This design comes from an exercise in tuning for small area and a short achievable clock period on the open sky130 flow, not from production work. Where RTL was checked, it was by simulation tests only, not by an equivalence proof against the original. No functional check of the RTL was part of runs 1 and 2. Power and IR drop assume default switching activity.

### design/flow/constraint.sdc
create_clock -name core_clock -period 6.0 [get_ports {Hclk}]
set_input_delay 1.2000 -clock core_clock [delete_from_list [all_inputs] [get_ports {Hclk}]]
set_output_delay 1.2000 -clock core_clock [all_outputs]
set_load 0.01 [all_outputs]
### design/flow/standard.sh
#!/bin/bash
# synth_recipe.tcl (not shown) runs the flow's synth.tcl, then flattens the netlist and writes it again
# the make line also repeats each setting of config.mk as NAME=value (left out here)
make -C /OpenROAD-flow-scripts/flow DESIGN_CONFIG=/design/flow/config.mk WORK_HOME=/design/flow/orfs CLKGATE_MAP_FILE= SYNTH_SCRIPT=/design/flow/synth_recipe.tcl "${@:-finish}"
### design/flow/config.mk
export PLATFORM = sky130hd
export DESIGN_NAME = ahb_slave_mem
export DESIGN_NICKNAME = ahb_slave_mem
export VERILOG_FILES = /design/flow/design.v
export SDC_FILE = /design/flow/constraint.sdc
export NUM_CORES = 4
export LEC_CHECK = 0
export CAP_MARGIN = 20
export CORE_MARGIN = 2
export CORE_UTILIZATION = 55
export CTS_BUF_LIST = sky130_fd_sc_hd__clkbuf_8 sky130_fd_sc_hd__clkbuf_16
export CTS_CLUSTER_DIAMETER = 100
export CTS_CLUSTER_SIZE = 30
export SETUP_SLACK_MARGIN = 3.5
export SLEW_MARGIN = 20
### design/flow/flow/run.sh
#!/bin/bash
# Layout flow: the standard synthesis, then its logic between the registers
# replaced by a hand-mapped netlist (flow/gen_netlist.py; same registers: names and cell types),
# then the standard ORFS flow from floorplan to finish, with plain buffers
# (not delay cells) on the ports.
set -euo pipefail
R=orfs/results/sky130hd/ahb_slave_mem/base

bash standard.sh synth > synth_standard.log 2>&1
python3 flow/gen_netlist.py $R/1_2_yosys.v > mapped.v 2> gen_netlist.log
cp $R/1_2_yosys.v yosys_standard.v
cp mapped.v $R/1_2_yosys.v
touch $R/1_2_yosys.v $R/1_2_yosys.sdc
rm -f $R/1_synth.odb $R/1_synth.sdc
bash standard.sh "BUFFER_PORTS_ARGS=-buffer_cell sky130_fd_sc_hd__buf_2" finish > flow_finish.log 2>&1
### design/flow/flow/gen_netlist.py
#!/usr/bin/env python3
"""Hand-mapped gate netlist for ahb_slave_mem (rotating-ring storage).

Reads the standard synthesis netlist (argv[1]) only for its flip-flops: every
register keeps its instance name, cell type and output net, and only the
logic between the registers is rebuilt here:
  * odd ring slots take the previous slot's word directly; even slots have a
    write port, an AOI22 per bit (write data or previous slot, inverted: the
    slot pairs alternate between true and inverted words),
  * a NAND2 per slot of the one-hot halves of the tracked slot gives the
    (active-low) slot select, shared by the read tree and the write enables,
  * per data bit two AOI222/AOI22-NAND-NOR3 trees read the selected slot, one
    over the true and one over the inverted slots, and an A2BB2O picks one,
  * a few gates for accept, legality, lane enables, the turn counter and the
    slot of an accepted address (a 6-bit add with a carry-select high half).
Writes the netlist to stdout.
"""
import re
import sys

P = 'sky130_fd_sc_hd__'
src = open(sys.argv[1]).read()

flops = {}
for cell, inst, pins in re.findall(
        r'(' + P + r'(?:edfxtp|dfxtp|dfrtp|dfstp|dfrbp|dfsbp|dfxbp)_\d)\s+(\S+)\s*\((.*?)\);', src, re.S):
    base = inst.lstrip('\\').split('$')[0]
    q = re.search(r'\.Q\((.*?)\)\s*(?:,|$)', pins.strip(), re.S).group(1).strip()
    if q.startswith('\\'):
        q += ' '
    flops[base] = (cell, inst, q)

PORTNAMES = {'Hclk', 'Hresetn', 'Hsel', 'Haddr', 'Hwrite', 'Hsize', 'Htrans', 'Hready',
             'Hwdata', 'Hready_out', 'Hresp', 'Hrdata'}
out = []
wires = set()
n_gate = [0]


def w(name):
    wires.add(name)
    return name


def g(cell, **pins):
    n_gate[0] += 1
    conn = ', '.join('.%s(%s)' % (k, v) for k, v in pins.items())
    out.append('  %s%s g%d (%s);' % (P, cell, n_gate[0], conn))


def qn(base):
    """The standard netlist's name for the net a register drives."""
    q = flops[base][2]
    if q.split('[')[0] not in PORTNAMES:
        wires.add(q)
    return q


def ff(base, **pins):
    cell, inst, q = flops.pop(base)
    assert pins['Q'] == q, (base, pins['Q'], q)
    if cell.startswith(P + 'edfxtp'):
        assert 'DE' in pins, base
    else:
        assert 'DE' not in pins, base
    conn = ', '.join('.%s(%s)' % (k, v) for k, v in pins.items())
    out.append('  %s %s (%s);' % (cell, inst, conn))


BUSY, ERR = qn('busy_q'), qn('err_q')
RDY = 'Hready_out'

# ---- accept, legality, FSM -------------------------------------------------
g('inv_2', A=BUSY, Y=RDY)
g('and4b_1', A_N=BUSY, B='Hsel', C='Hready', D='Htrans[1]', X=w('acc'))
for k in range(6):
    a = ['Haddr[%d]' % (8 + 4 * k + j) for j in range(4)]
    g('nor4_1', A=a[0], B=a[1], C=a[2], D=a[3], Y=w('hz%d' % k))
g('nand3_1', A='hz0', B='hz1', C='hz2', Y=w('hnz0'))
g('nand3_1', A='hz3', B='hz4', C='hz5', Y=w('hnz1'))
g('or3_1', A='Hsize[0]', B='Haddr[1]', C='Haddr[0]', X=w('so1'))
g('and3b_1', A_N='Hsize[1]', B='Hsize[0]', C='Haddr[0]', X=w('so3'))
g('a21o_1', A1='Hsize[1]', A2='so1', B1='so3', X=w('sbad'))
g('nor4_1', A='hnz0', B='hnz1', C='sbad', D='Hsize[2]', Y=w('legal'))
g('and2_1', A=BUSY, B=ERR, X=w('err_hold'))
g('nand2_1', A='acc', B='legal', Y=w('acc_ok_n'))
g('a21oi_1', A1='acc', A2='acc_ok_n', B1='err_hold', Y=w('err_d_n'))
g('inv_1', A='err_d_n', Y=w('err_d'))
g('and3_1', A='acc', B='legal', C='Hwrite', X=w('wr_acc'))
ff('busy_q', CLK='Hclk', D='acc', RESET_B='Hresetn', Q=BUSY)
ff('err_q', CLK='Hclk', D='err_d', RESET_B='Hresetn', Q=ERR)

# ---- lanes of an accepted legal write --------------------------------------
g('inv_1', A='Haddr[0]', Y=w('ha0_n'))
g('inv_1', A='Haddr[1]', Y=w('ha1_n'))
ACT, ACT_N = [], []
for b in range(4):
    m = 'Haddr[1]' if b >> 1 else 'ha1_n'
    n = 'Haddr[0]' if b & 1 else 'ha0_n'
    g('or2_1', A='Hsize[0]', B=n, X=w('bt%d' % b))
    g('a21o_1', A1=m, A2='bt%d' % b, B1='Hsize[1]', X=w('be%d' % b))
    g('and2_1', A='wr_acc', B='be%d' % b, X=w('wrw_d%d' % b))
    wrw = qn('wrw_q[%d]' % b)
    ff('wrw_q[%d]' % b, CLK='Hclk', D='wrw_d%d' % b, RESET_B='Hresetn', Q=wrw)
    wrr = qn('wrr_q[%d]' % b)
    ff('wrr_q[%d]' % b, CLK='Hclk', D=wrw, RESET_B='Hresetn', Q=wrr)
    g('or2_4', A=wrw, B=wrr, X=w('act%d' % b))
    g('nor2_4', A=wrw, B=wrr, Y=w('act_n%d' % b))
    ACT.append('act%d' % b)
    ACT_N.append('act_n%d' % b)

# ---- turn counter ------------------------------------------------------------
S = [qn('slot_q[%d]' % k) for k in range(6)]
g('inv_1', A=S[0], Y=w('cnt_d0'))
carry = S[0]
for k in range(1, 6):
    g('xor2_1', A=S[k], B=carry, X=w('cnt_d%d' % k))
    if k < 5:
        g('and2_1', A=S[k], B=carry, X=w('cnt_c%d' % k))
        carry = 'cnt_c%d' % k
for k in range(6):
    ff('slot_q[%d]' % k, CLK='Hclk', D='cnt_d%d' % k, Q=S[k])


# ---- slot of the accepted address: Haddr[7:2] + slot_q ----------------------
def add3(x, y, tag, cout):
    """3-bit sum x + y (mod 8); returns the sum bits, and the carry out if asked."""
    g('xor2_1', A=x[0], B=y[0], X=w('%s_s0' % tag))
    g('and2_1', A=x[0], B=y[0], X=w('%s_c0' % tag))
    g('xor2_1', A=x[1], B=y[1], X=w('%s_p1' % tag))
    g('xor2_1', A='%s_p1' % tag, B='%s_c0' % tag, X=w('%s_s1' % tag))
    g('maj3_1', A=x[1], B=y[1], C='%s_c0' % tag, X=w('%s_c1' % tag))
    g('xor2_1', A=x[2], B=y[2], X=w('%s_p2' % tag))
    g('xor2_1', A='%s_p2' % tag, B='%s_c1' % tag, X=w('%s_s2' % tag))
    if cout:
        g('maj3_1', A=x[2], B=y[2], C='%s_c1' % tag, X=w('%s_co' % tag))
    return ['%s_s%d' % (tag, t) for t in range(3)]


def onehot3(bits, tag):
    for t in range(3):
        g('inv_1', A=bits[t], Y=w('%s_n%d' % (tag, t)))
    res = []
    for j in range(8):
        lit = ['%s_n%d' % (tag, t) if (j >> t) & 1 else bits[t] for t in range(3)]
        g('nor3_1', A=lit[0], B=lit[1], C=lit[2], Y=w('%s_d%d' % (tag, j)))
        res.append('%s_d%d' % (tag, j))
    return res


lo_sum = add3(['Haddr[2]', 'Haddr[3]', 'Haddr[4]'], S[0:3], 'alo', True)
hi_sum = add3(['Haddr[5]', 'Haddr[6]', 'Haddr[7]'], S[3:6], 'ahi', False)
LO_D = onehot3(lo_sum, 'lo')
HI0 = onehot3(hi_sum, 'hi')

TLO = [qn('tlo_q[%d]' % j) for j in range(8)]
THI = [qn('thi_q[%d]' % j) for j in range(8)]
for j in range(8):
    # high half of the slot: one more when the low half carried
    g('mux2_1', A0=HI0[j], A1=HI0[(j - 1) % 8], S='alo_co', X=w('hi_a%d' % j))
    # tracked slot: the accepted address's slot, or one on in the wait cycle
    g('mux2_1', A0=LO_D[j], A1=TLO[(j - 1) % 8], S=BUSY, X=w('tlo_d%d' % j))
    g('mux2_1', A0='hi_a%d' % j, A1=THI[(j - 1) % 8], S=BUSY, X=w('thi_d%d' % j))
g('nand2b_1', A_N=TLO[7], B=BUSY, Y=w('thi_en'))
for j in range(8):
    ff('tlo_q[%d]' % j, CLK='Hclk', D='tlo_d%d' % j, Q=TLO[j])
    ff('thi_q[%d]' % j, CLK='Hclk', D='thi_d%d' % j, DE='thi_en', Q=THI[j])

# ---- slot selects, write ports, ring ----------------------------------------
# t_n[q]: slot q is entered at the next edge; the word to read sits in q-1.
for q in range(64):
    g('nand2_1', A=TLO[q % 8], B=THI[q // 8], Y=w('t_n%d' % q))
    g('inv_4', A='t_n%d' % q, Y=w('t%d' % q))
SEL = ['t%d' % ((p + 1) % 64) for p in range(64)]

R = {(p, i): qn('u_ram.ring_q[%d]' % (32 * p + i)) for p in range(64) for i in range(32)}


def slot_inv(p):
    return (p >> 1) & 1


for i in range(32):
    g('inv_2', A='Hwdata[%d]' % i, Y=w('wd_n%d' % i))
for p in range(64):
    prev = (p - 1) % 64
    if p % 2 == 0:
        for b in range(4):
            g('nor2_1', A='t_n%d' % p, B=ACT_N[b], Y=w('we%d_%d' % (p, b)))
            g('nand2_1', A='t%d' % p, B=ACT[b], Y=w('we_n%d_%d' % (p, b)))
        for i in range(32):
            b = i // 8
            x = 'Hwdata[%d]' % i if slot_inv(p) else 'wd_n%d' % i
            g('a22oi_1', A1='we%d_%d' % (p, b), A2=x, B1='we_n%d_%d' % (p, b),
              B2=R[prev, i], Y=w('rd_%d_%d' % (p, i)))
            ff('u_ram.ring_q[%d]' % (32 * p + i), CLK='Hclk', D='rd_%d_%d' % (p, i), Q=R[p, i])
    else:
        for i in range(32):
            ff('u_ram.ring_q[%d]' % (32 * p + i), CLK='Hclk', D=R[prev, i], Q=R[p, i])

# ---- read tree -------------------------------------------------------------
# The selected slot is an inverted one when bit 1 of (tracked slot - 1) is set.
g('or4_4', A=TLO[0], B=TLO[3], C=TLO[4], D=TLO[7], X=w('sel_inv'))
HALF = {pol: [p for p in range(64) if slot_inv(p) == pol] for pol in (0, 1)}
for i in range(32):
    ors = []
    for pol in (0, 1):
        sl = HALF[pol]
        gs = []
        for t in range(10):
            w0, w1, w2 = sl[3 * t], sl[3 * t + 1], sl[3 * t + 2]
            y = w('g%d_%d_%d' % (i, pol, t))
            g('a222oi_1', A1=SEL[w0], A2=R[w0, i], B1=SEL[w1], B2=R[w1, i],
              C1=SEL[w2], C2=R[w2, i], Y=y)
            gs.append(y)
        w0, w1 = sl[30], sl[31]
        y = w('g%d_%d_10' % (i, pol))
        g('a22oi_1', A1=SEL[w0], A2=R[w0, i], B1=SEL[w1], B2=R[w1, i], Y=y)
        gs.append(y)
        ps = []
        for t in range(2):
            y = w('p%d_%d_%d' % (i, pol, t))
            g('nand4_1', A=gs[4 * t], B=gs[4 * t + 1], C=gs[4 * t + 2], D=gs[4 * t + 3], Y=y)
            ps.append(y)
        y = w('p%d_%d_2' % (i, pol))
        g('nand3_1', A=gs[8], B=gs[9], C=gs[10], Y=y)
        ps.append(y)
        y = w('o%d_%d' % (i, pol))
        g('nor3_1', A=ps[0], B=ps[1], C=ps[2], Y=y)
        ors.append(y)
    # true half: ~o0 when the slot is a true one; inverted half: o1 (= ~(~word))
    g('a2bb2o_1', A1_N='sel_inv', A2_N=ors[0], B1='sel_inv', B2=ors[1], X=w('rdd%d' % i))
    ff('u_ram.rdata_o[%d]' % i, CLK='Hclk', D='rdd%d' % i, Q=qn('u_ram.rdata_o[%d]' % i))

if flops:
    sys.exit('flip-flops of the standard synthesis left unmapped: %s' % sorted(flops)[:10])

PORTS = [('input', 'Hclk', 0), ('input', 'Hresetn', 0), ('input', 'Hsel', 0),
         ('input', 'Haddr', 32), ('input', 'Hwrite', 0), ('input', 'Hsize', 3),
         ('input', 'Htrans', 2), ('input', 'Hready', 0), ('input', 'Hwdata', 32),
         ('output', 'Hready_out', 0), ('output', 'Hresp', 0), ('output', 'Hrdata', 32)]
print('module ahb_slave_mem(%s);' % ', '.join(p[1] for p in PORTS))
for d, n, width in PORTS:
    print('  %s %s%s;' % (d, '[%d:0] ' % (width - 1) if width else '', n))
for x in sorted(wires):
    print('  wire %s;' % x)
print('\n'.join(out))
print('endmodule')
### design/flow/design.v
package ahb_pkg;
    localparam logic [1:0] HTRANS_IDLE   = 2'b00;
    localparam logic [1:0] HTRANS_BUSY   = 2'b01;
    localparam logic [1:0] HTRANS_NONSEQ = 2'b10;
    localparam logic [1:0] HTRANS_SEQ    = 2'b11;
    localparam logic HRESP_OKAY  = 1'b0;
    localparam logic HRESP_ERROR = 1'b1;
    localparam logic [2:0] HSIZE_BYTE = 3'b000;
    localparam logic [2:0] HSIZE_HALF = 3'b001;
    localparam logic [2:0] HSIZE_WORD = 3'b010;
endpackage
module ahb_slave_ram #(
    parameter int ADDR_W = 6
) (
    input  logic                clk_i,
    input  logic [3:0]          we_i,      
    input  logic [2**(ADDR_W/2)-1:0]        tlo_i,     
    input  logic [2**(ADDR_W-ADDR_W/2)-1:0] thi_i,     
    input  logic [31:0]         wdata_i,
    output logic [31:0]         rdata_o    
);
    localparam int SLOTS = 2**ADDR_W;
    localparam int LO_N  = 2**(ADDR_W/2);
    logic [32*SLOTS-1:0] ring_q;
    logic [32*SLOTS-1:0] ring_d;
    logic [SLOTS-1:0]    tgt;       
    logic [SLOTS-1:0]    sel;       
    logic [31:0]         rdata_d;
    function automatic logic slot_inv(input int p);
        slot_inv = ((p >> 1) & 1) == 1;
    endfunction
    always_comb begin
        for (int p = 0; p < SLOTS; p++) begin
            tgt[p] = tlo_i[p % LO_N] & thi_i[p / LO_N];
        end
        for (int p = 0; p < SLOTS; p++) begin
            sel[p] = tgt[(p + 1) % SLOTS];
        end
    end
    always_comb begin
        for (int p = 0; p < SLOTS; p++) begin
            for (int i = 0; i < 32; i++) begin
                if ((p % 2 == 0) && tgt[p] && we_i[i / 8]) begin
                    ring_d[32*p + i] = wdata_i[i] ^ slot_inv(p);
                end else if (p % 2 == 0) begin
                    ring_d[32*p + i] = ~ring_q[32*((p + SLOTS - 1) % SLOTS) + i];
                end else begin
                    ring_d[32*p + i] = ring_q[32*(p - 1) + i];
                end
            end
        end
    end
    always_ff @(posedge clk_i) begin
        ring_q <= ring_d;
    end
    always_comb begin
        rdata_d = 32'd0;
        for (int p = 0; p < SLOTS; p++) begin
            rdata_d = rdata_d | ((ring_q[32*p +: 32] ^ {32{slot_inv(p)}}) & {32{sel[p]}});
        end
    end
    always_ff @(posedge clk_i) begin
        rdata_o <= rdata_d;
    end
endmodule
import ahb_pkg::*;
module ahb_slave_mem #(
    parameter int ADDR_W      = 6,
    parameter int WAIT_STATES = 1
) (
    input  logic        Hclk,
    input  logic        Hresetn,
    input  logic        Hsel,
    input  logic [31:0] Haddr,
    input  logic        Hwrite,
    input  logic [2:0]  Hsize,
    input  logic [1:0]  Htrans,
    input  logic        Hready,
    input  logic [31:0] Hwdata,
    output logic        Hready_out,
    output logic        Hresp,
    output logic [31:0] Hrdata
);
    localparam int LO_W = ADDR_W / 2;
    localparam int HI_W = ADDR_W - LO_W;
    logic              busy_q;
    logic              err_q;
    logic [3:0]        wrw_q;
    logic [3:0]        wrr_q;
    logic [ADDR_W-1:0] slot_q;
    logic [2**LO_W-1:0] tlo_q;
    logic [2**HI_W-1:0] thi_q;
    logic              accept;
    logic              legal;
    logic [3:0]        be;
    logic [ADDR_W-1:0] slot_a;
    assign accept = Hsel & Hready & Htrans[1] & ~busy_q;
    assign legal = ((Haddr >> (ADDR_W + 2)) == 32'd0)
                 && (Hsize <= HSIZE_WORD)
                 && !((Hsize == HSIZE_HALF) && Haddr[0])
                 && !((Hsize == HSIZE_WORD) && (Haddr[1:0] != 2'b00));
    assign be[0] = Hsize[1] | (Hsize[0] & ~Haddr[1]) | (Haddr[1:0] == 2'd0);
    assign be[1] = Hsize[1] | (Hsize[0] & ~Haddr[1]) | (Haddr[1:0] == 2'd1);
    assign be[2] = Hsize[1] | (Hsize[0] &  Haddr[1]) | (Haddr[1:0] == 2'd2);
    assign be[3] = Hsize[1] | (Hsize[0] &  Haddr[1]) | (Haddr[1:0] == 2'd3);
    always_ff @(posedge Hclk or negedge Hresetn) begin
        if (!Hresetn) begin
            busy_q <= 1'b0;
            err_q  <= 1'b0;
            wrw_q  <= 4'd0;
            wrr_q  <= 4'd0;
        end else begin
            busy_q <= accept;
            err_q  <= (accept & ~legal) | (busy_q & err_q);
            wrw_q  <= (accept & legal & Hwrite) ? be : 4'd0;
            wrr_q  <= wrw_q;
        end
    end
    always_ff @(posedge Hclk) begin
        slot_q <= slot_q + 1'b1;
    end
    assign slot_a = Haddr[2 +: ADDR_W] + slot_q;
    always_ff @(posedge Hclk) begin
        if (!busy_q) begin
            tlo_q <= (2**LO_W)'(1) << slot_a[0 +: LO_W];
            thi_q <= (2**HI_W)'(1) << slot_a[LO_W +: HI_W];
        end else begin
            tlo_q <= {tlo_q[2**LO_W-2:0], tlo_q[2**LO_W-1]};
            thi_q <= tlo_q[2**LO_W-1] ? {thi_q[2**HI_W-2:0], thi_q[2**HI_W-1]} : thi_q;
        end
    end
    assign Hready_out = ~busy_q;
    assign Hresp      = err_q;
    ahb_slave_ram #(.ADDR_W(ADDR_W)) u_ram (
        .clk_i   (Hclk),
        .we_i    (wrw_q | wrr_q),
        .tlo_i   (tlo_q),
        .thi_i   (thi_q),
        .wdata_i (Hwdata),
        .rdata_o (Hrdata)
    );
endmodule
==> results by group, run 1 <==
Worst setup path
  – WS Path Type: reg -> reg
  – Crit-path max FO: 8
  – Critical Path Sink Type: flop
  – FF-to-FF Start: thi_q[2]
  – CP Launch Point: thi_q[2]
  – Required time worst endpoint: 6660 ps
  – Critical Path Start Type: flop
  – Arr. time, crit path: 3370 ps

STA
  – Setup TNS Final: 0 ps
  – Final period util: 0.451
  – Max Clk Rate: 369 MHz
  – Worst-Margin Slew: 997 ps
  – Setup violators final: 0
  – Max-slew headroom: 0.335
  – Skew final: 25.6 ps
  – Fin crit period: 2710 ps
  – Final Hold Fails: 0
  – Final WS setup: 3290 ps
  – Max Slew Vio Count: 0
  – Unrepaired setup endpoints after global routing: true

Clocking
  – Clock Tree Root: clkbuf_16
  – CTS tree: yes
  – H-tree depth: 3
  – Worst-path clk slew: 120 ps
  – Worst-skew pair later-pin latency: 730 ps
  – CTS buffer count: 80
  – Longest Clk Path Bufs: 3
  – Clock net sink count: 2112

Route
  – DRC viols: 0
  – DRT antenna net count: 0
  – Total wire length: 248000 µm
  – DR WL/cell: 38.6 µm
  – Via count: 48700
  – Avg Vias per Cell: 7.57
  – DRT Pass-1 Iters: 13
  – Drt first-iter violations: 11000

Power and ir drop
  – Sw frac: 0.238
  – Sw power: 5350 µW
  – Comb pwr share: 0.068
  – PD cells: 332 nW/µm²
  – Clock power share: 0.304
  – Tot Pwr: 22500 µW
  – Peak VDD IR: 0.258 mV
  – Int Power: 17200 µW
  – Sequential share of power: 0.628
  – Leakage: 0.0322 µW

Die
  – Die X: 338 µm
  – Ports: 108
  – Starting Density: 0.554
  – Die area: 114000 µm²
  – Core box area: 111000 µm²
  – Die Y: 338 µm
  – Core Rows: 122

Placement
  – Cell Area, Placed: 63800 µm²
  – IO buf count: 106
  – Dpl hpwl: 145000 µm
  – RePlAce Congestion: 0.917
  – Worst slack at placement: 2670 ps

Synthesis
  – Cell Area, Synth: 61300 µm²
  – Syn avg cell area: 13.2 µm²
  – Post-Synthesis Cells: 4658
  – Mapped Nets: 4732
  – Ys Warns: 2

GRT
  – Vias in the first global route: 45800
  – Grt ovf: 0
  – Largest net degree at the start of global routing: 65
  – Global-route wire length before repair: 332000 µm
  – Gr usage total: 0.410
  – Initial antenna violation count: 8

Run
  – Max_cap viols: 0

Finish
  – Synth-to-Final Area Change: 10.6%
  – Finished Cell Area: 67800 µm²
  – Share of cells above drive strength 1: 0.0984
  – Final nets: 4998

Run status
  – Status: timing/DRC/antenna clean

Worst hold path
  – HP Class: reg -> reg
  – Hold Crit Start: u_ram.ring_q[1690]
[cell type report]
cell class              count  area, µm²
repair inverters           11        111
inverters                 107        922
diodes                      6       15.0
flip-flops and latches   2112      42400
clock inverters            10       63.8
repair buffers            173       1220
fillers                  9023      42800
well taps                1488       1860
clock buffers              85       2130
multi-input cells        2439      19100
[power groups by stage]
stage / Combinational [µW] / Sequential, µW / Clock, µW
detailed placement: 1260 / 14400 / 0
global route: 1550 / 14100 / 7350
global placement: 1260 / 14400 / 0
floorplan: 541 / 14500 / 0
CTS: 1330 / 14100 / 6860
finish: 1540 / 14100 / 6840
[layer usage]
metal,wire length (µm),vias to the layer above,GRT usage
li1,-,19900,-
met2,108000,3678,0.619
met4,14800,10,0.206
met1,93900,24400,0.548
met3,31500,662,0.103
met5,193,-,0
[repair_timing]
| item | in CTS | in global routing |
|---|---|---|
| resized for setup | 158 | 162 |
| endpoints found under the setup margin | 471 | 34 |
| hold buffers | 0 | 0 |
| gates cloned | 4 | 7 |
| endpoints found under the hold margin | 0 | 0 |
| pin swaps | 70 | 114 |
| buffers inserted | 29 | 36 |
[layout by cell type (no fill, tap or decap), types with 6 or more instances in the layout]
cell type,instances
nor2_1,128
clkbuf_16,85
nand2_4,22
inv_2,32
a2bb2o_4,12
edfxtp_1,8
nand4_1,128
buf_6,6
mux2_1,22
inv_4,20
inv_6,25
a22oi_1,1088
buf_12,7
nor3_1,54
nor3_2,26
inv_16,10
nand2_8,17
inv_8,13
xor2_1,15
buf_2,105
nand3_1,66
and2_1,10
diode_2,6
a222oi_1,640
dfrtp_1,9
buf_4,50
nor4_1,7
nand2_1,151
a2bb2o_2,15
dfxtp_1,2087
dfxtp_2,6
inv_1,17
[per-stage QoR]
step	cells	util	hold slack, ps
floorplan	4658	-	330
global placement	6254	0.576	332
detailed placement	6254	0.576	335
CTS	6382	0.603	336
global route	6425	0.613	335
finish	6431	0.613	335
[flip-flops by register name, summed over array words and instances, names as in the netlist]
register       flops
slot_q             6
thi_q              8
tlo_q              8
err_q              1
wrr_q              4
u_ram.rdata_o     32
u_ram.ring_q    2048
wrw_q              4
busy_q             1
[worst max-delay path, stage by stage, from the launching register on]
cell       delay (ps)
edfxtp_1          410
buf_6             180
buf_8             150
nand2_8           110
clkinv_16         110
buf_16            200
a222oi_1          650
nand4_1           370
nor3_1            250
a2bb2o_2          200
[final timing paths]
kind                                       to  slack (ps)  cells past startpoint
max in group asynchronous              busy_q        5370                      1
setup reg to reg            u_ram.rdata_o[25]        3290                      9
min in group asynchronous            wrr_q[0]         350                      1
hold / removal             u_ram.ring_q[1722]         330                      0
hold reg to reg            u_ram.ring_q[1722]         330                      0
setup / recovery            u_ram.rdata_o[25]        3290                      9
==> run 2: changes to the inputs <==
--- a/design/flow/design.v
+++ b/design/flow/design.v
@@ -86,2 +86,3 @@
     logic              busy_q;
+    logic              busyo_q;     
     logic              err_q;
@@ -105,2 +106,9 @@
     assign be[3] = Hsize[1] | (Hsize[0] &  Haddr[1]) | (Haddr[1:0] == 2'd3);
+    always_ff @(posedge Hclk or negedge Hresetn) begin
+        if (!Hresetn) begin
+            busyo_q <= 1'b0;
+        end else begin
+            busyo_q <= Hsel & Hready & Htrans[1] & ~busyo_q;
+        end
+    end
     always_ff @(posedge Hclk or negedge Hresetn) begin
@@ -131,3 +139,3 @@
     end
-    assign Hready_out = ~busy_q;
+    assign Hready_out = ~busyo_q;
     assign Hresp      = err_q;
--- a/design/flow/flow/gen_netlist.py
+++ b/design/flow/flow/gen_netlist.py
@@ -73,3 +73,7 @@
 # ---- accept, legality, FSM -------------------------------------------------
-g('inv_2', A=BUSY, Y=RDY)
+# busyo_q is a copy of busy_q that only drives Hready_out (and its own next state)
+BUSYO = qn('busyo_q')
+g('inv_2', A=BUSYO, Y=RDY)
+g('and4b_1', A_N=BUSYO, B='Hsel', C='Hready', D='Htrans[1]', X=w('acco'))
+ff('busyo_q', CLK='Hclk', D='acco', RESET_B='Hresetn', Q=BUSYO)
 g('and4b_1', A_N=BUSY, B='Hsel', C='Hready', D='Htrans[1]', X=w('acc'))
@@ -187,5 +191,7 @@
     if p % 2 == 0:
+        # the write side has its own inverter, off the heavily loaded read select
+        g('inv_1', A='t_n%d' % p, Y=w('tw%d' % p))
         for b in range(4):
             g('nor2_1', A='t_n%d' % p, B=ACT_N[b], Y=w('we%d_%d' % (p, b)))
-            g('nand2_1', A='t%d' % p, B=ACT[b], Y=w('we_n%d_%d' % (p, b)))
+            g('nand2_1', A='tw%d' % p, B=ACT[b], Y=w('we_n%d_%d' % (p, b)))
         for i in range(32):
==> run 2 against run 1 <==
Compared with the run above:
- largest cell class unchanged
- synthesized cell count rose by 0.73%
- worst hold slack barely moved
- clock skew rose by 5.9 ps
- fmax fell by 0.78%
- clock power barely moved
- first-iteration DRC count rose by 3.8%
- non-clock buffer count fell by 38
- power fell by 0.37%
- cell count barely moved
- design area fell by 1.2%
- sequential share of layout area rose by 0.78 points
- sequential power barely moved
==> results by group, run 2 <==
Worst setup path
  – Critical Path Start Type: flop
  – CP Launch Point: tlo_q[2]
  – Crit-path max FO: 9 (+1)
  – Arr. time, crit path: 3380 ps (about the same)
  – Required time worst endpoint: 6650 ps (about the same)
  – WS Path Type: reg -> reg
  – Critical Path Sink Type: flop
  – FF-to-FF Start: tlo_q[2]

Synthesis
  – Mapped Nets: 4766 (+0.72%)
  – Cell Area, Synth: 61500 µm² (+0.25%)
  – Syn avg cell area: 13.1 µm² (-0.47%)
  – Ys Warns: 2 (unchanged)
  – Post-Synthesis Cells: 4692 (+0.73%)

Die
  – Core Rows: 122 (unchanged)
  – Starting Density: 0.555 (+0.000636)
  – Die X: 338 µm (+0.13%)
  – Core box area: 111000 µm² (+0.14%)
  – Die Y: 338 µm (+0.13%)
  – Die area: 115000 µm² (+0.25%)
  – Ports: 108 (unchanged)

Run status
  – Status: timing/DRC/antenna clean

Clocking
  – H-tree depth: 3 (unchanged)
  – Clock net sink count: 2113 (+0.047%)
  – Longest Clk Path Bufs: 3 (unchanged)
  – Worst-path clk slew: 110 ps (about the same)
  – CTS buffer count: 80 (unchanged)
  – Worst-skew pair later-pin latency: 740 ps (about the same)
  – CTS tree: yes
  – Clock Tree Root: clkbuf_16

Worst hold path
  – Hold Crit Start: u_ram.ring_q[711]
  – HP Class: reg -> reg

Route
  – DR WL/cell: 40.1 µm (+4.1%)
  – DRT antenna net count: 0 (unchanged)
  – Total wire length: 258000 µm (+4.0%)
  – Via count: 49500 (+1.7%)
  – Avg Vias per Cell: 7.71 (+1.8%)
  – Drt first-iter violations: 11400 (+3.8%)
  – DRC viols: 0 (unchanged)
  – DRT Pass-1 Iters: 14 (+1)

Placement
  – RePlAce Congestion: 0.931 (+1.4%)
  – Placed instance count: 6288 (+0.54%)
  – IO buf count: 106 (unchanged)
  – Dpl hpwl: 153000 µm (+5.9%)

Finish
  – Most common cell after layout, fill and taps aside: dfxtp_1
  – Share of cells above drive strength 1: 0.0819 (-0.0166)
  – Final cell count without fillers: 6425 (-0.093%)
  – Commonest non-fill, non-tap cells in the layout: dfxtp_1, a22oi_1, a222oi_1
  – Top reg by flops: u_ram.ring_q
  – Final nets: 4985 (-0.26%)
  – Max FFs per register: 2048 (unchanged)
  – Synth-to-Final Area Change: 9.04%
  – Biggest regs: u_ram.ring_q: 2048 flops, u_ram.rdata_o: 32 flops
  – Layout fillers: 9272 (+2.8%)

Power and ir drop
  – Sw frac: 0.238 (+0.000344)
  – Clock power share: 0.306 (+0.002)
  – Sequential share of power: 0.631 (+0.003)
  – PD cells: 334 nW/µm² (+0.80%)
  – Sw power: 5340 µW (-0.23%)
  – Int Power: 17100 µW (-0.42%)
  – Peak VDD IR: 0.263 mV (+1.6%)
  – Leakage: 0.0320 µW (-0.53%)
  – Comb pwr share: 0.063 (-0.005)

STA
  – Worst-Margin Slew: 1260 ps (+263 ps)
  – Setup violators final: 0 (unchanged)
  – Max-slew headroom: 0.157 (-0.179)
  – Max Slew Vio Count: 0 (unchanged)
  – Skew final: 31.5 ps (+5.93 ps)
  – Final Hold Fails: 0 (unchanged)
  – Max Clk Rate: 366 MHz (-0.78%)
  – Setup TNS Final: 0 ps (unchanged)
  – Unrepaired setup endpoints after global routing: true
  – Final period util: 0.455 (+0.00354)
  – Fin crit period: 2730 ps (+21.2 ps)

GRT
  – Gr usage total: 0.430 (+0.0202)
  – Largest net degree at the start of global routing: 65 (unchanged)
  – Global-route wire length before repair: 351000 µm (+5.5%)
  – Vias in the first global route: 46400 (+1.5%)
  – M1 GR Usage: 0.566 (+0.0180)
  – Global routing usage on met3: 0.149 (+0.0461)
  – GR Util met2: 0.612 (-0.00730)
  – Grt ovf: 0 (unchanged)
  – Initial antenna violation count: 12 (+4)
  – Busiest layer in global routing: met2

Run
  – Max_cap viols: 0 (unchanged)
[run 2: changes by cell type in the layout (fill, tap and decap cells not counted), sizes merged]
cell      previous run  this run
diode                6        15
dfrtp               10        11
buf                173       135
bufinv               3         1
inv                122       143
clkinvlp             0         5
clkinv               3         0
and4b                1         2
[run 2: worst paths after layout]
check                                      to  slack (ps)  cells past startpoint
max in group asynchronous            wrw_q[3]        5340                      1
hold / removal              u_ram.ring_q[743]         340                      0
setup reg to reg           u_ram.ring_q[1619]        3270                      5
hold reg to reg             u_ram.ring_q[743]         340                      0
min in group asynchronous              busy_q         370                      1
setup / recovery           u_ram.ring_q[1619]        3270                      5
[run 2: repair_timing]
item	CTS	global route
setup buffers	22	5
cloned	1	1
hold buffers	0	0
resized for setup	128	76
endpoints found under the setup margin	220	52
pin swaps	40	67
[run 2: area by class of cell]
cell class,count,area (µm²),share of cell area
Sequential cell,2113,42400,0.633
Multi-Input combinational cell,2440,18800,0.280
Clock buffer,85,2130,0.0317
Tap cell,1488,1860,0.0278
Inverter,139,928,0.0138
Timing Repair Buffer,135,772,0.0115
Clock inverter,8,56.3,0.000840
Antenna cell,15,37.5,0.000560
Timing Repair inverter,2,17.5,0.000261
[run 2: power groups by stage]
stage / logic, µW / clock network [µW] / registers (µW)
5_1_grt: 1420 / 7330 / 14200
3_3_place_gp: 1260 / 0 / 14500
4_1_cts: 1310 / 6850 / 14100
3_5_place_dp: 1260 / 0 / 14500
2_1_floorplan: 543 / 0 / 14500
6_report: 1420 / 6860 / 14100
[run 2: per-stage QoR]
stage / setup WS, ps / utilization / hold WS (ps) / total power, µW / instance area [µm²]
6_report: 3270 / 0.605 / 335 / 22400 / 67100
5_1_grt: 3350 / 0.605 / 349 / 22900 / 67000
3_5_place_dp: 2720 / 0.577 / 335 / 15700 / 63900
2_1_floorplan: 3130 / - / 330 / 15000 / 61500
4_1_cts: 3400 / 0.602 / 338 / 22300 / 66700
3_3_place_gp: 2700 / 0.577 / 332 / 15700 / 63900
[run 2: worst max-delay path: stages, from the launching register on]
cell and delay, ps:
dfxtp_2 760, nand2_1 230, buf_4 280, inv_1 480, nand2_1 590, a22oi_1 300
[run 2: layer usage]
layer | vias up | part of all wire
li1 | 19900 | -
met4 | 18 | 0.061
met2 | 4085 | 0.42
met1 | 24800 | 0.37
met5 | - | 0.0016
met3 | 717 | 0.14
==> run 3: changes to the inputs <==
--- a/design/flow/design.v
+++ b/design/flow/design.v
@@ -28,5 +28,2 @@
     logic [31:0]         rdata_d;
-    function automatic logic slot_inv(input int p);
-        slot_inv = ((p >> 1) & 1) == 1;
-    endfunction
     always_comb begin
@@ -43,7 +40,5 @@
                 if ((p % 2 == 0) && tgt[p] && we_i[i / 8]) begin
-                    ring_d[32*p + i] = wdata_i[i] ^ slot_inv(p);
-                end else if (p % 2 == 0) begin
-                    ring_d[32*p + i] = ~ring_q[32*((p + SLOTS - 1) % SLOTS) + i];
+                    ring_d[32*p + i] = wdata_i[i];
                 end else begin
-                    ring_d[32*p + i] = ring_q[32*(p - 1) + i];
+                    ring_d[32*p + i] = ring_q[32*((p + SLOTS - 1) % SLOTS) + i];
                 end
@@ -58,3 +53,3 @@
         for (int p = 0; p < SLOTS; p++) begin
-            rdata_d = rdata_d | ((ring_q[32*p +: 32] ^ {32{slot_inv(p)}}) & {32{sel[p]}});
+            rdata_d = rdata_d | (ring_q[32*p +: 32] & {32{sel[p]}});
         end
--- a/design/flow/flow/gen_netlist.py
+++ b/design/flow/flow/gen_netlist.py
@@ -7,8 +7,6 @@
   * odd ring slots take the previous slot's word directly; even slots have a
-    write port, an AOI22 per bit (write data or previous slot, inverted: the
-    slot pairs alternate between true and inverted words),
+    write port, an AO22 per bit (write data or previous slot),
   * a NAND2 per slot of the one-hot halves of the tracked slot gives the
     (active-low) slot select, shared by the read tree and the write enables,
-  * per data bit two AOI222/AOI22-NAND-NOR3 trees read the selected slot, one
-    over the true and one over the inverted slots, and an A2BB2O picks one,
+  * per data bit an AO222/AO22-NAND4-NOR2-NAND3 tree reads the selected slot,
   * a few gates for accept, legality, lane enables, the turn counter and the
@@ -180,10 +178,2 @@
 R = {(p, i): qn('u_ram.ring_q[%d]' % (32 * p + i)) for p in range(64) for i in range(32)}
-
-
-def slot_inv(p):
-    return (p >> 1) & 1
-
-
-for i in range(32):
-    g('inv_2', A='Hwdata[%d]' % i, Y=w('wd_n%d' % i))
 for p in range(64):
@@ -198,5 +188,4 @@
             b = i // 8
-            x = 'Hwdata[%d]' % i if slot_inv(p) else 'wd_n%d' % i
-            g('a22oi_1', A1='we%d_%d' % (p, b), A2=x, B1='we_n%d_%d' % (p, b),
-              B2=R[prev, i], Y=w('rd_%d_%d' % (p, i)))
+            g('a22o_1', A1='we%d_%d' % (p, b), A2='Hwdata[%d]' % i, B1='we_n%d_%d' % (p, b),
+              B2=R[prev, i], X=w('rd_%d_%d' % (p, i)))
             ff('u_ram.ring_q[%d]' % (32 * p + i), CLK='Hclk', D='rd_%d_%d' % (p, i), Q=R[p, i])
@@ -207,33 +196,26 @@
 # ---- read tree -------------------------------------------------------------
-# The selected slot is an inverted one when bit 1 of (tracked slot - 1) is set.
-g('or4_4', A=TLO[0], B=TLO[3], C=TLO[4], D=TLO[7], X=w('sel_inv'))
-HALF = {pol: [p for p in range(64) if slot_inv(p) == pol] for pol in (0, 1)}
 for i in range(32):
-    ors = []
-    for pol in (0, 1):
-        sl = HALF[pol]
-        gs = []
-        for t in range(10):
-            w0, w1, w2 = sl[3 * t], sl[3 * t + 1], sl[3 * t + 2]
-            y = w('g%d_%d_%d' % (i, pol, t))
-            g('a222oi_1', A1=SEL[w0], A2=R[w0, i], B1=SEL[w1], B2=R[w1, i],
-              C1=SEL[w2], C2=R[w2, i], Y=y)
-            gs.append(y)
-        w0, w1 = sl[30], sl[31]
-        y = w('g%d_%d_10' % (i, pol))
+    gs = []
+    for t in range(20):
+        w0, w1, w2 = 3 * t, 3 * t + 1, 3 * t + 2
+        y = w('g%d_%d' % (i, t))
+        g('a222oi_1', A1=SEL[w0], A2=R[w0, i], B1=SEL[w1], B2=R[w1, i],
+          C1=SEL[w2], C2=R[w2, i], Y=y)
+        gs.append(y)
+    for t, (w0, w1) in enumerate(((60, 61), (62, 63))):
+        y = w('g%d_%d' % (i, 20 + t))
         g('a22oi_1', A1=SEL[w0], A2=R[w0, i], B1=SEL[w1], B2=R[w1, i], Y=y)
         gs.append(y)
-        ps = []
-        for t in range(2):
-            y = w('p%d_%d_%d' % (i, pol, t))
-            g('nand4_1', A=gs[4 * t], B=gs[4 * t + 1], C=gs[4 * t + 2], D=gs[4 * t + 3], Y=y)
-            ps.append(y)
-        y = w('p%d_%d_2' % (i, pol))
-        g('nand3_1', A=gs[8], B=gs[9], C=gs[10], Y=y)
+    ps = []
+    for t in range(4):
+        y = w('p%d_%d' % (i, t))
+        g('nand4_1', A=gs[4 * t], B=gs[4 * t + 1], C=gs[4 * t + 2], D=gs[4 * t + 3], Y=y)
         ps.append(y)
-        y = w('o%d_%d' % (i, pol))
-        g('nor3_1', A=ps[0], B=ps[1], C=ps[2], Y=y)
-        ors.append(y)
-    # true half: ~o0 when the slot is a true one; inverted half: o1 (= ~(~word))
-    g('a2bb2o_1', A1_N='sel_inv', A2_N=ors[0], B1='sel_inv', B2=ors[1], X=w('rdd%d' % i))
+    for t in range(2):
+        y = w('p%d_%d' % (i, 4 + t))
+        g('nand3_1', A=gs[16 + 3 * t], B=gs[17 + 3 * t], C=gs[18 + 3 * t], Y=y)
+        ps.append(y)
+    for t in range(3):
+        g('nor2_1', A=ps[2 * t], B=ps[2 * t + 1], Y=w('q%d_%d' % (i, t)))
+    g('nand3_1', A='q%d_0' % i, B='q%d_1' % i, C='q%d_2' % i, Y=w('rdd%d' % i))
     ff('u_ram.rdata_o[%d]' % i, CLK='Hclk', D='rdd%d' % i, Q=qn('u_ram.rdata_o[%d]' % i))
==> run 3 against run 2 <==
Compared with the run above:
- still clean on timing, DRC and antenna
- setup slack better by 82 ps
- clock power is 2% lower
- critical endpoint is now u_ram.rdata_o[3]
- critical path type unchanged
- core utilization is 0.10 points lower
- sequential share of layout area is 0.89 points lower
- routed wire length is 21% lower
- first-iteration DRC count is 24% lower
- sequential power hardly changed
- cell count is 0.12% higher
- count of clock-buffer cells in the layout is 2 lower
==> results by group, run 3 <==
STA
  – Fin crit period: 2650 ps (-82.1 ps)
  – Setup violators final: 0 (unchanged)
  – Setup TNS Final: 0 ps (unchanged)
  – Max Slew Vio Count: 0 (unchanged)
  – Skew final: 25.6 ps (-5.95 ps)
  – Final WS setup: 3350 ps (+82.1 ps)
  – Unrepaired setup endpoints after global routing: true
  – Fin Hold WS: 335 ps (-0.581 ps)
  – Max Clk Rate: 378 MHz (+3.1%)
  – Final Hold Fails: 0 (unchanged)
  – Final period util: 0.441 (-0.0137)
  – Max-slew headroom: 0.244 (+0.0874)
  – Worst-Margin Slew: 1130 ps (-127 ps)

Worst setup path
  – Required time worst endpoint: 6570 ps (-80 ps)
  – R2R cell count: 8 (+3)
  – Critical Path Sink Type: flop
  – Stages on worst setup path: 8 (+3)
  – Arr. time, crit path: 3220 ps (-160 ps)
  – Buffer and inverter count on the worst path: 3 (+1)
  – WS Path Type: reg -> reg
  – Critical Path Start Type: flop
  – Crit-path max FO: 15 (+6)
  – Top delay family on crit path: simple AND/OR/NAND/NOR gates
  – Worst path cell trace: buf_6 > nand2_4 > buf_12 > inv_16 > a222oi_1 > nand4_1 > nor2_4 > nand3_2
  – Crit-path slowest cell: a222oi_1
  – Slowest stage delay, CP: 640 ps (-120 ps)

Route
  – DRT antenna net count: 0 (unchanged)
  – Drt first-iter violations: 8667 (-24%)
  – Total wire length: 205000 µm (-21%)
  – Via count: 45300 (-8.6%)
  – DRT Pass-1 Iters: 12 (-2)
  – DR WL/cell: 31.8 µm (-21%)
  – DRC viols: 0 (unchanged)
  – Avg Vias per Cell: 7.04 (-8.7%)

Finish
  – Top reg by flops: u_ram.ring_q
  – Most common cell after layout, fill and taps aside: dfxtp_1
  – Final nets: 4992 (+0.14%)
  – Final cell count without fillers: 6433 (+0.12%)
  – Layout fillers: 9228 (-0.47%)
  – Commonest non-fill, non-tap cells in the layout: dfxtp_1, a22o_1, a222oi_1
  – Biggest regs: u_ram.ring_q: 2048 flops, u_ram.rdata_o: 32 flops
  – Max FFs per register: 2048 (unchanged)
  – Synth-to-Final Area Change: 8.83%
  – Share of cells above drive strength 1: 0.0822 (+0.000289)

Power and ir drop
  – PD cells: 311 nW/µm² (-6.9%)
  – Sw power: 4560 µW (-15%)
  – Int Power: 16600 µW (-2.7%)
  – Sw frac: 0.215 (-0.0227)
  – Comb pwr share: 0.020 (-0.043)
  – Clock power share: 0.316 (+0.010)
  – Leakage: 0.0257 µW (-20%)
  – Sequential share of power: 0.664 (+0.033)
  – Peak VDD IR: 0.268 mV (+2.1%)

Die
  – Ports: 108 (unchanged)
  – Starting Density: 0.555 (about the same)
  – Core Rows: 123 (+0.82%)
  – Die area: 116000 µm² (+1.7%)
  – Die X: 341 µm (+0.82%)
  – Core box area: 113000 µm² (+1.7%)
  – Die Y: 341 µm (+0.82%)

Clocking
  – CTS buffer count: 80 (unchanged)
  – H-tree depth: 3 (unchanged)
  – Worst-skew pair later-pin latency: 710 ps (-30 ps)
  – Clock Tree Root: clkbuf_16
  – Clock net sink count: 2113 (unchanged)
  – Longest Clk Path Bufs: 3 (unchanged)
  – CTS tree: yes
  – Worst-path clk slew: 120 ps (about the same)

GRT
  – Largest net degree at the start of global routing: 33 (-49%)
  – Gr usage total: 0.340 (-0.0901)
  – Vias in the first global route: 41700 (-10%)
  – Initial antenna violation count: 10 (-2)
  – Grt ovf: 0 (unchanged)
  – Global-route wire length before repair: 294000 µm (-16%)

Worst hold path
  – HP Class: reg -> reg
  – Hold path cells: 0 (unchanged)

Synthesis
  – Ys Warns: 2 (unchanged)
  – Cell Area, Synth: 62500 µm² (+1.7%)
  – Post-Synthesis Cells: 4691 (-0.021%)
  – Syn avg cell area: 13.3 µm² (+1.7%)
  – Mapped Nets: 4765 (-0.021%)

Placement
  – IO buf count: 106 (unchanged)
  – Dpl hpwl: 140000 µm (-9.0%)
  – Worst slack at placement: 2840 ps (+117 ps)
  – Placed instance count: 6311 (+0.37%)
  – RePlAce Congestion: 0.897 (-3.6%)

Run status
  – Status: timing/DRC/antenna clean

Run
  – Max_cap viols: 0 (unchanged)
==> run 3: final timing paths <==
kind                                    start  slack (ps)                 end
max                                  thi_q[2]        3350    u_ram.rdata_o[3]
min                        u_ram.ring_q[1614]         330  u_ram.ring_q[1646]
max reg2reg                          thi_q[2]        3350    u_ram.rdata_o[3]
min reg2reg                u_ram.ring_q[1614]         330  u_ram.ring_q[1646]
max in group asynchronous             Hresetn        5350            wrr_q[3]
min in group asynchronous             Hresetn         380            wrr_q[2]
==> run 3: final cells by class <==
type	instances	area (µm²)	area share
clock inverters	10	68.8	0.00101
well taps	1500	1880	0.0276
repair inverters	2	20.0	0.000294
inverters	107	648	0.00952
flip-flops and latches	2113	42500	0.624
clock buffers	83	2080	0.0305
diodes	4	10.0	0.000147
multi-input cells	2471	20000	0.294
repair buffers	143	886	0.0130
==> run 3: power groups by stage <==
stage	combinational, µW	clock [µW]	sequential (µW)
after detailed placement	380	0	14400
final	430	6700	14100
after floorplan	93.8	0	14400
after global placement	378	0	14400
after global routing	440	7260	14100
after CTS	414	6770	14100
==> run 3: routing by layer <==
layer / track usage / share of wire
met3: 0.0423 / 0.086
met1: 0.521 / 0.45
met5: 0 / 0
met4: 0.111 / 0.035
met2: 0.497 / 0.43
==> run 3: stage by stage <==
| step | cell area, µm² | util | power (µW) |
|---|---|---|---|
| floorplan | 62500 | - | 14500 |
| global route | 68000 | 0.604 | 21800 |
| finish | 68100 | 0.604 | 21200 |
| CTS | 67800 | 0.602 | 21200 |
| global placement | 65100 | 0.577 | 14800 |
| detailed placement | 65100 | 0.577 | 14800 |
==> run 3: timing repair <==
action | CTS | global route
hold endpoints to repair | 0 | 0
setup endpoints to repair | 43 | 33
hold buffers | 0 | 0
gates cloned | 2 | 0
setup buffers | 21 | 2
pin swaps | 24 | 41
gates resized for setup | 142 | 53
==> run 4: changes to the inputs <==
--- a/design/flow/design.v
+++ b/design/flow/design.v
@@ -81,3 +81,2 @@
     logic              busy_q;
-    logic              busyo_q;     
     logic              err_q;
@@ -101,9 +100,2 @@
     assign be[3] = Hsize[1] | (Hsize[0] &  Haddr[1]) | (Haddr[1:0] == 2'd3);
-    always_ff @(posedge Hclk or negedge Hresetn) begin
-        if (!Hresetn) begin
-            busyo_q <= 1'b0;
-        end else begin
-            busyo_q <= Hsel & Hready & Htrans[1] & ~busyo_q;
-        end
-    end
     always_ff @(posedge Hclk or negedge Hresetn) begin
@@ -134,3 +126,3 @@
     end
-    assign Hready_out = ~busyo_q;
+    assign Hready_out = ~busy_q;
     assign Hresp      = err_q;
--- a/design/flow/flow/gen_netlist.py
+++ b/design/flow/flow/gen_netlist.py
@@ -71,7 +71,3 @@
 # ---- accept, legality, FSM -------------------------------------------------
-# busyo_q is a copy of busy_q that only drives Hready_out (and its own next state)
-BUSYO = qn('busyo_q')
-g('inv_2', A=BUSYO, Y=RDY)
-g('and4b_1', A_N=BUSYO, B='Hsel', C='Hready', D='Htrans[1]', X=w('acco'))
-ff('busyo_q', CLK='Hclk', D='acco', RESET_B='Hresetn', Q=BUSYO)
+g('inv_2', A=BUSY, Y=RDY)
 g('and4b_1', A_N=BUSY, B='Hsel', C='Hready', D='Htrans[1]', X=w('acc'))
@@ -181,7 +177,5 @@
     if p % 2 == 0:
-        # the write side has its own inverter, off the heavily loaded read select
-        g('inv_1', A='t_n%d' % p, Y=w('tw%d' % p))
         for b in range(4):
             g('nor2_1', A='t_n%d' % p, B=ACT_N[b], Y=w('we%d_%d' % (p, b)))
-            g('nand2_1', A='tw%d' % p, B=ACT[b], Y=w('we_n%d_%d' % (p, b)))
+            g('nand2_1', A='t%d' % p, B=ACT[b], Y=w('we_n%d_%d' % (p, b)))
         for i in range(32):
==> run 4 against run 3 <==
Compared with the run above:
- still clean
- sequential power about the same
- count of clock-buffer cells in the layout up 2
- global-route usage up 0.72 points
- routed wire length up 2.7%
- critical path depth down 6
- largest cell class unchanged
- highest routed layer is now met5
==> results by group, run 4 <==
Synthesis
  – Ys Warns: 2 (unchanged)
  – Post-Synthesis Cells: 4657 (-0.72%)
  – Cell Area, Synth: 62400 µm² (-0.25%)
  – Mapped Nets: 4731 (-0.71%)
  – Syn avg cell area: 13.4 µm² (+0.48%)

Die
  – Core Rows: 123 (unchanged)
  – Die Y: 341 µm (-0.12%)
  – Ports: 108 (unchanged)
  – Die X: 341 µm (-0.12%)
  – Die area: 116000 µm² (-0.24%)
  – Starting Density: 0.554 (-0.000620)
  – Core box area: 112000 µm² (-0.14%)

STA
  – Max Clk Rate: 391 MHz (+3.4%)
  – Fin Hold WS: 338 ps (+3.80 ps)
  – Setup violators final: 0 (unchanged)
  – Max-slew headroom: 0.323 (+0.0788)
  – Setup TNS Final: 0 ps (unchanged)
  – Fin crit period: 2560 ps (-88.1 ps)
  – Final WS setup: 3440 ps (+88.1 ps)
  – Unrepaired setup endpoints after global routing: true
  – Final period util: 0.426 (-0.0147)
  – Skew final: 20.1 ps (-5.49 ps)
  – Final Hold Fails: 0 (unchanged)
  – Max Slew Vio Count: 0 (unchanged)
  – Worst-Margin Slew: 1010 ps (-121 ps)

Power and ir drop
  – PD cells: 314 nW/µm² (+0.81%)
  – Peak VDD IR: 0.248 mV (-7.6%)
  – Leakage: 0.0254 µW (-1.0%)

Worst setup path
  – Slowest stage delay, CP: 500 ps (-140 ps)
  – Critical Path Start Type: flop
  – Required time worst endpoint: 4800 ps (-1770 ps)
  – Crit-path slowest cell: dfrtp_4
  – Arr. time, crit path: 1360 ps (-1860 ps)
  – WS Path Type: reg -> out
  – Critical Path Sink Type: primary output
  – Worst path cell trace: inv_2 > buf_6
  – Crit-path max FO: 2 (-13)

Clocking
  – Worst-path clk slew: 110 ps (about the same)
  – CTS buffer count: 80 (unchanged)
  – CTS tree: yes
  – Worst-skew pair later-pin latency: 720 ps (about the same)
  – Longest Clk Path Bufs: 3 (unchanged)
  – Clock Tree Root: clkbuf_16
  – Clock net sink count: 2112 (-0.047%)
  – H-tree depth: 3 (unchanged)

Route
  – DRT Pass-1 Iters: 14 (+2)
  – DR WL/cell: 32.9 µm (+3.2%)
  – Total wire length: 210000 µm (+2.7%)
  – Drt first-iter violations: 8174 (-5.7%)
  – DRC viols: 0 (unchanged)
  – DRT antenna net count: 0 (unchanged)
  – Via count: 46200 (+2.1%)
  – Avg Vias per Cell: 7.22 (+2.6%)

Placement
  – Dpl hpwl: 123000 µm (-12%)
  – RePlAce Congestion: 0.838 (-6.6%)
  – IO buf count: 106 (unchanged)
  – Worst slack at placement: 2760 ps (-70.6 ps)

GRT
  – Initial antenna violation count: 12 (+2)
  – Grt ovf: 0 (unchanged)
  – Vias in the first global route: 44600 (+7.0%)
  – Largest net degree at the start of global routing: 37 (+12%)
  – Global-route wire length before repair: 302000 µm (+2.6%)
  – Gr usage total: 0.347 (+0.00718)

Finish
  – Most common cell after layout, fill and taps aside: dfxtp_1
  – Share of cells above drive strength 1: 0.0794 (-0.00275)
  – Final nets: 4960 (-0.64%)
  – Biggest regs: u_ram.ring_q: 2048 flops, u_ram.rdata_o: 32 flops
  – Synth-to-Final Area Change: 8.75% (about the same)
  – Max FFs per register: 2048 (unchanged)
  – Commonest non-fill, non-tap cells in the layout: dfxtp_1, a22o_1, a222oi_1
  – Top reg by flops: u_ram.ring_q
  – Layout fillers: 9074 (-1.7%)

Run
  – Max_cap viols: 0 (unchanged)

Run status
  – Status: timing/DRC/antenna clean

Worst hold path
  – HP Class: reg -> reg
[run 4: final cells by class]
type	count	area, µm²	share of cell area
flip-flops and latches	2112	42400	0.625
clock buffers	85	2130	0.0314
repair inverters	3	26.3	0.000387
well taps	1500	1880	0.0277
multi-input cells	2470	19900	0.294
repair buffers	144	826	0.0122
clock inverters	9	60.1	0.000885
diodes	4	10.0	0.000148
inverters	75	551	0.00812
[run 4: report_power, final]
group / switching, µW / total, µW / internal [µW]
registers: 20.7 / 14100 / 14000
clock network: 4200 / 6780 / 2580
logic: 390 / 454 / 63.7
[run 4: layer usage]
metal | part of all wire | wire length, µm | vias up | GRT usage
met5 | 0.00068 | 143 | - | 0.00694
met4 | 0.042 | 8900 | 10 | 0.142
met3 | 0.10 | 21100 | 362 | 0.0901
met2 | 0.44 | 92900 | 2546 | 0.528
met1 | 0.42 | 87300 | 23500 | 0.471
li1 | - | - | 19700 | -
[run 4: per-stage QoR]
stage	util	total power [µW]	cell area [µm²]	cells
floorplan	-	14500	62400	4657
global placement	0.576	14800	64800	6265
detailed placement	0.576	14800	64800	6265
CTS	0.600	21300	67600	6392
global route	0.603	21800	67800	6398
finish	0.603	21300	67800	6402
[run 4: worst paths after layout]
kind | cells past startpoint | endpoint | startpoint | slack, ps
max | 2 | Hready_out | busy_q | 3440
min | 0 | u_ram.ring_q[1633] | u_ram.ring_q[1601] | 340
max reg2reg | 7 | u_ram.rdata_o[7] | thi_q[3] | 3450
min reg2reg | 0 | u_ram.ring_q[1633] | u_ram.ring_q[1601] | 340
max in group asynchronous | 1 | busy_q | Hresetn | 5290
min in group asynchronous | 1 | err_q | Hresetn | 390
[run 4: critical path: cells and delay by family (launching register included)]
kind / cells / cell delay [ps]
buf+inv: 2 / 150
flops: 1 / 500
[run 4: repair_timing]
| item | in CTS | in global routing |
|---|---|---|
| buffers inserted | 33 | 3 |
| setup endpoints to repair | 815 | 90 |
| cloned | 0 | 3 |
| gates resized for setup | 97 | 69 |
| pin swaps | 20 | 33 |
| endpoints found under the hold margin | 0 | 0 |
| hold buffers | 0 | 0 |
==> run 5: changes to the inputs <==
--- a/design/flow/config.mk
+++ b/design/flow/config.mk
@@ -9,3 +9,3 @@
 export CORE_MARGIN = 2
-export CORE_UTILIZATION = 55
+export CORE_UTILIZATION = 65
 export CTS_BUF_LIST = sky130_fd_sc_hd__clkbuf_8 sky130_fd_sc_hd__clkbuf_16
==> run 5 against run 4 <==
Compared with the run above:
- global-route usage increased by 0.53 points
- worst hold slack improved by 0.75 ps
- register-to-register slack improved by 30 ps
- clock power decreased by 4.4%
- cell count decreased by 4.2%
- critical path type unchanged
- setup slack improved by 17 ps
- still clean
- sequential power about the same
- design area decreased by 1.5%
- highest routed layer is now met4
- power decreased by 1.8%
- synthesized cell count unchanged
- combinational power decreased by 17%
==> results by group, run 5 <==
STA
  – Max Clk Rate: 393 MHz (+0.69%)
  – Final Hold Fails: 0 (unchanged)
  – Fin crit period: 2540 ps (-17.4 ps)
  – Max Slew Vio Count: 0 (unchanged)
  – Final period util: 0.424 (-0.00290)
  – Setup violators final: 0 (unchanged)
  – Worst-Margin Slew: 1110 ps (+93.8 ps)
  – Max-slew headroom: 0.260 (-0.0627)
  – Unrepaired setup endpoints after global routing: true
  – Skew final: 23.4 ps (+3.31 ps)
  – Setup TNS Final: 0 ps (unchanged)

Worst setup path
  – Crit-path slowest cell: dfrtp_4
  – Required time worst endpoint: 4800 ps (about the same)
  – Top delay family on crit path: flip-flops
  – Critical Path Start Type: flop
  – Crit-path max FO: 2 (unchanged)
  – Slowest stage delay, CP: 510 ps (about the same)
  – WS Path Type: reg -> out
  – Worst path cell trace: inv_2 > buf_6
  – Buffer and inverter count on the worst path: 2 (unchanged)
  – CP Launch Point: busy_q
  – FF-to-FF Start: thi_q[5]
  – Arr. time, crit path: 1340 ps (-20 ps)
  – Critical Path Sink Type: primary output

Power and ir drop
  – Sw power: 4370 µW (-5.3%)
  – Comb pwr share: 0.018 (-0.003)
  – Peak VDD IR: 0.258 mV (+4.4%)
  – Tot Pwr: 20900 µW (-1.8%)
  – Clock power share: 0.310 (-0.009)
  – Leakage: 0.0249 µW (-2.1%)
  – Sw frac: 0.209 (-0.00770)
  – PD cells: 313 nW/µm² (-0.28%)
  – Sequential share of power: 0.672 (+0.012)
  – Int Power: 16500 µW (-0.79%)

Die
  – Core box area: 95000 µm² (-16%)
  – Starting Density: 0.656 (+0.102)
  – Die X: 314 µm (-7.9%)
  – Die Y: 314 µm (-7.9%)
  – Core Rows: 113 (-8.1%)
  – Die area: 98500 µm² (-15%)
  – Ports: 108 (unchanged)

Clocking
  – CTS tree: yes
  – Clock net sink count: 2112 (unchanged)
  – Clock Tree Root: clkbuf_16
  – H-tree depth: 3 (unchanged)
  – Longest Clk Path Bufs: 3 (unchanged)
  – Worst-skew pair later-pin latency: 700 ps (-20 ps)
  – CTS buffer count: 80 (unchanged)
  – Worst-path clk slew: 110 ps (about the same)

Finish
  – Most common cell after layout, fill and taps aside: dfxtp_1
  – Multi-input logic area: 19700 µm² (-1.3%)
  – Fin util: 0.703 (+0.100)
  – Top reg by flops: u_ram.ring_q
  – Synth-to-Final Area Change: 7.13%
  – Biggest regs: u_ram.ring_q: 2048 flops, u_ram.rdata_o: 32 flops
  – Share of cells above drive strength 1: 0.0672 (-0.0122)
  – Layout fillers: 6926 (-24%)
  – Max FFs per register: 2048 (unchanged)
  – Commonest non-fill, non-tap cells in the layout: dfxtp_1, a22o_1, a222oi_1
  – Seq. cell area: 42400 µm² (about the same)
  – Final nets: 4932 (-0.56%)

Run
  – Max_cap viols: 0 (unchanged)

Worst hold path
  – Hold Crit Start: u_ram.ring_q[1228]
  – HP Class: reg -> reg

Route
  – DR WL/cell: 29.3 µm (-11%)
  – DRT antenna net count: 0 (unchanged)
  – Avg Vias per Cell: 7.39 (+2.3%)
  – Total wire length: 179000 µm (-15%)
  – DRT Pass-1 Iters: 14 (unchanged)
  – Via count: 45300 (-2.0%)
  – Drt first-iter violations: 9085 (+11%)
  – DRC viols: 0 (unchanged)

Synthesis
  – Cell Area, Synth: 62400 µm² (unchanged)
  – Ys Warns: 2 (unchanged)
  – Post-Synthesis Cells: 4657 (unchanged)
  – Mapped Nets: 4731 (unchanged)
  – Syn avg cell area: 13.4 µm² (unchanged)

Placement
  – RePlAce Congestion: 0.869 (+3.7%)
  – IO buf count: 106 (unchanged)
  – Dpl hpwl: 119000 µm (-3.7%)

GRT
  – Largest net degree at the start of global routing: 37 (unchanged)
  – Gr usage total: 0.352 (+0.00527)
  – Vias in the first global route: 42100 (-5.6%)
  – Global-route wire length before repair: 268000 µm (-11%)
  – Grt ovf: 0 (unchanged)
  – Initial antenna violation count: 5 (-7)

Run status
  – Status: timing/DRC/antenna clean
-- run 5: layout make-up --
type                    instances  share of cell area
flip-flops and latches       2112               0.635
multi-input cells            2470               0.294
clock buffers                  81              0.0303
well taps                    1265              0.0237
repair buffers                119             0.00949
inverters                      75             0.00661
clock inverters                 7            0.000637
diodes                          2           0.0000749
-- run 5: stage by stage --
step | area, µm² | worst slack, ps | hold slack, ps | std cells
after floorplan | 62400 | 3130 | 330 | 4657
after global placement | 64500 | 2770 | 332 | 6028
after detailed placement | 64500 | 2710 | 335 | 6028
after CTS | 66700 | 3410 | 336 | 6123
after global routing | 66800 | 3410 | 339 | 6131
final | 66800 | 3460 | 339 | 6131
-- run 5: worst register-to-register path, cell delays in order (launching register included) --
cell	delay [ps]
edfxtp_1	390
buf_4	180
buf_4	150
nand2_1	110
inv_4	210
a222oi_1	440
nand4_1	350
nor2_2	260
nand3_1	240
-- run 5: layer usage --
layer / global-route usage / share of wire / vias up
met1: 0.542 / 0.44 / 22600
met4: 0.0978 / 0.028 / 0
met3: 0.0607 / 0.11 / 281
li1: - / - / 19700
met5: 0 / 0 / -
met2: 0.510 / 0.42 / 2770
-- run 5: power by group through the flow --
stage / Sequential [µW] / Combinational (µW) / Clock (µW)
2_1_floorplan: 14400 / 92.3 / 0
3_3_place_gp: 14400 / 334 / 0
3_5_place_dp: 14400 / 338 / 0
4_1_cts: 14100 / 356 / 6560
5_1_grt: 14100 / 390 / 7020
6_report: 14100 / 378 / 6480
-- run 5: worst paths after layout --
| check | depth (start not counted) | slack [ps] | endpoint |
|---|---|---|---|
| max | 2 | 3460 | Hready_out |
| min in group asynchronous | 1 | 360 | wrr_q[3] |
| max reg2reg | 8 | 3480 | u_ram.rdata_o[25] |
| max in group asynchronous | 1 | 5390 | busy_q |
| min reg2reg | 0 | 340 | u_ram.ring_q[1260] |
| min | 0 | 340 | u_ram.ring_q[1260] |
-- run 5: what timing repair did --
item	in CTS	in global routing
gates resized for setup	35	20
pin swaps	1	4
setup buffers	7	6
endpoints found under the setup margin	55	204
hold buffers	0	0

## re-timing with driven ports
The flow's constraints put no driver on any port. The routed layouts listed below were extracted and timed again, unchanged, in two steps.
Step 1, drivers: a clkbuf_16 drives Hclk and a buf_2 each remaining input, both assumed.
Step 2, shift: input delay + t, output delay - t, t = (earliest + latest rising clock arrival at the registers) / 2. This alone moves slack from input paths to output paths.
Slacks: ideal ports / drivers / drivers and shift; pairs: ideal ports / drivers.
| run | shift t [ns] | setup slack, ns | worst data-port slew with drivers (ns) |
|---|---|---|---|
| run 1 | 0.794 | 3.292 / 3.285 / 2.839 | 0.03 |
| run 2 | 0.808 | 3.271 / 3.271 / 2.809 | 0.04 |
| run 3 | 0.780 | 3.353 / 3.353 / 2.812 | 0.11 |
| run 4 | 0.791 | 3.441 / 3.359 / 2.883 | 0.18 |
| run 5 | 0.762 | 3.458 / 3.381 / 2.863 | 0.11 |
After both steps every run listed still meets setup and hold. For run 5, which loses most, drivers alone change the setup slack by -0.077 ns; drivers and shift together by -0.595 ns.
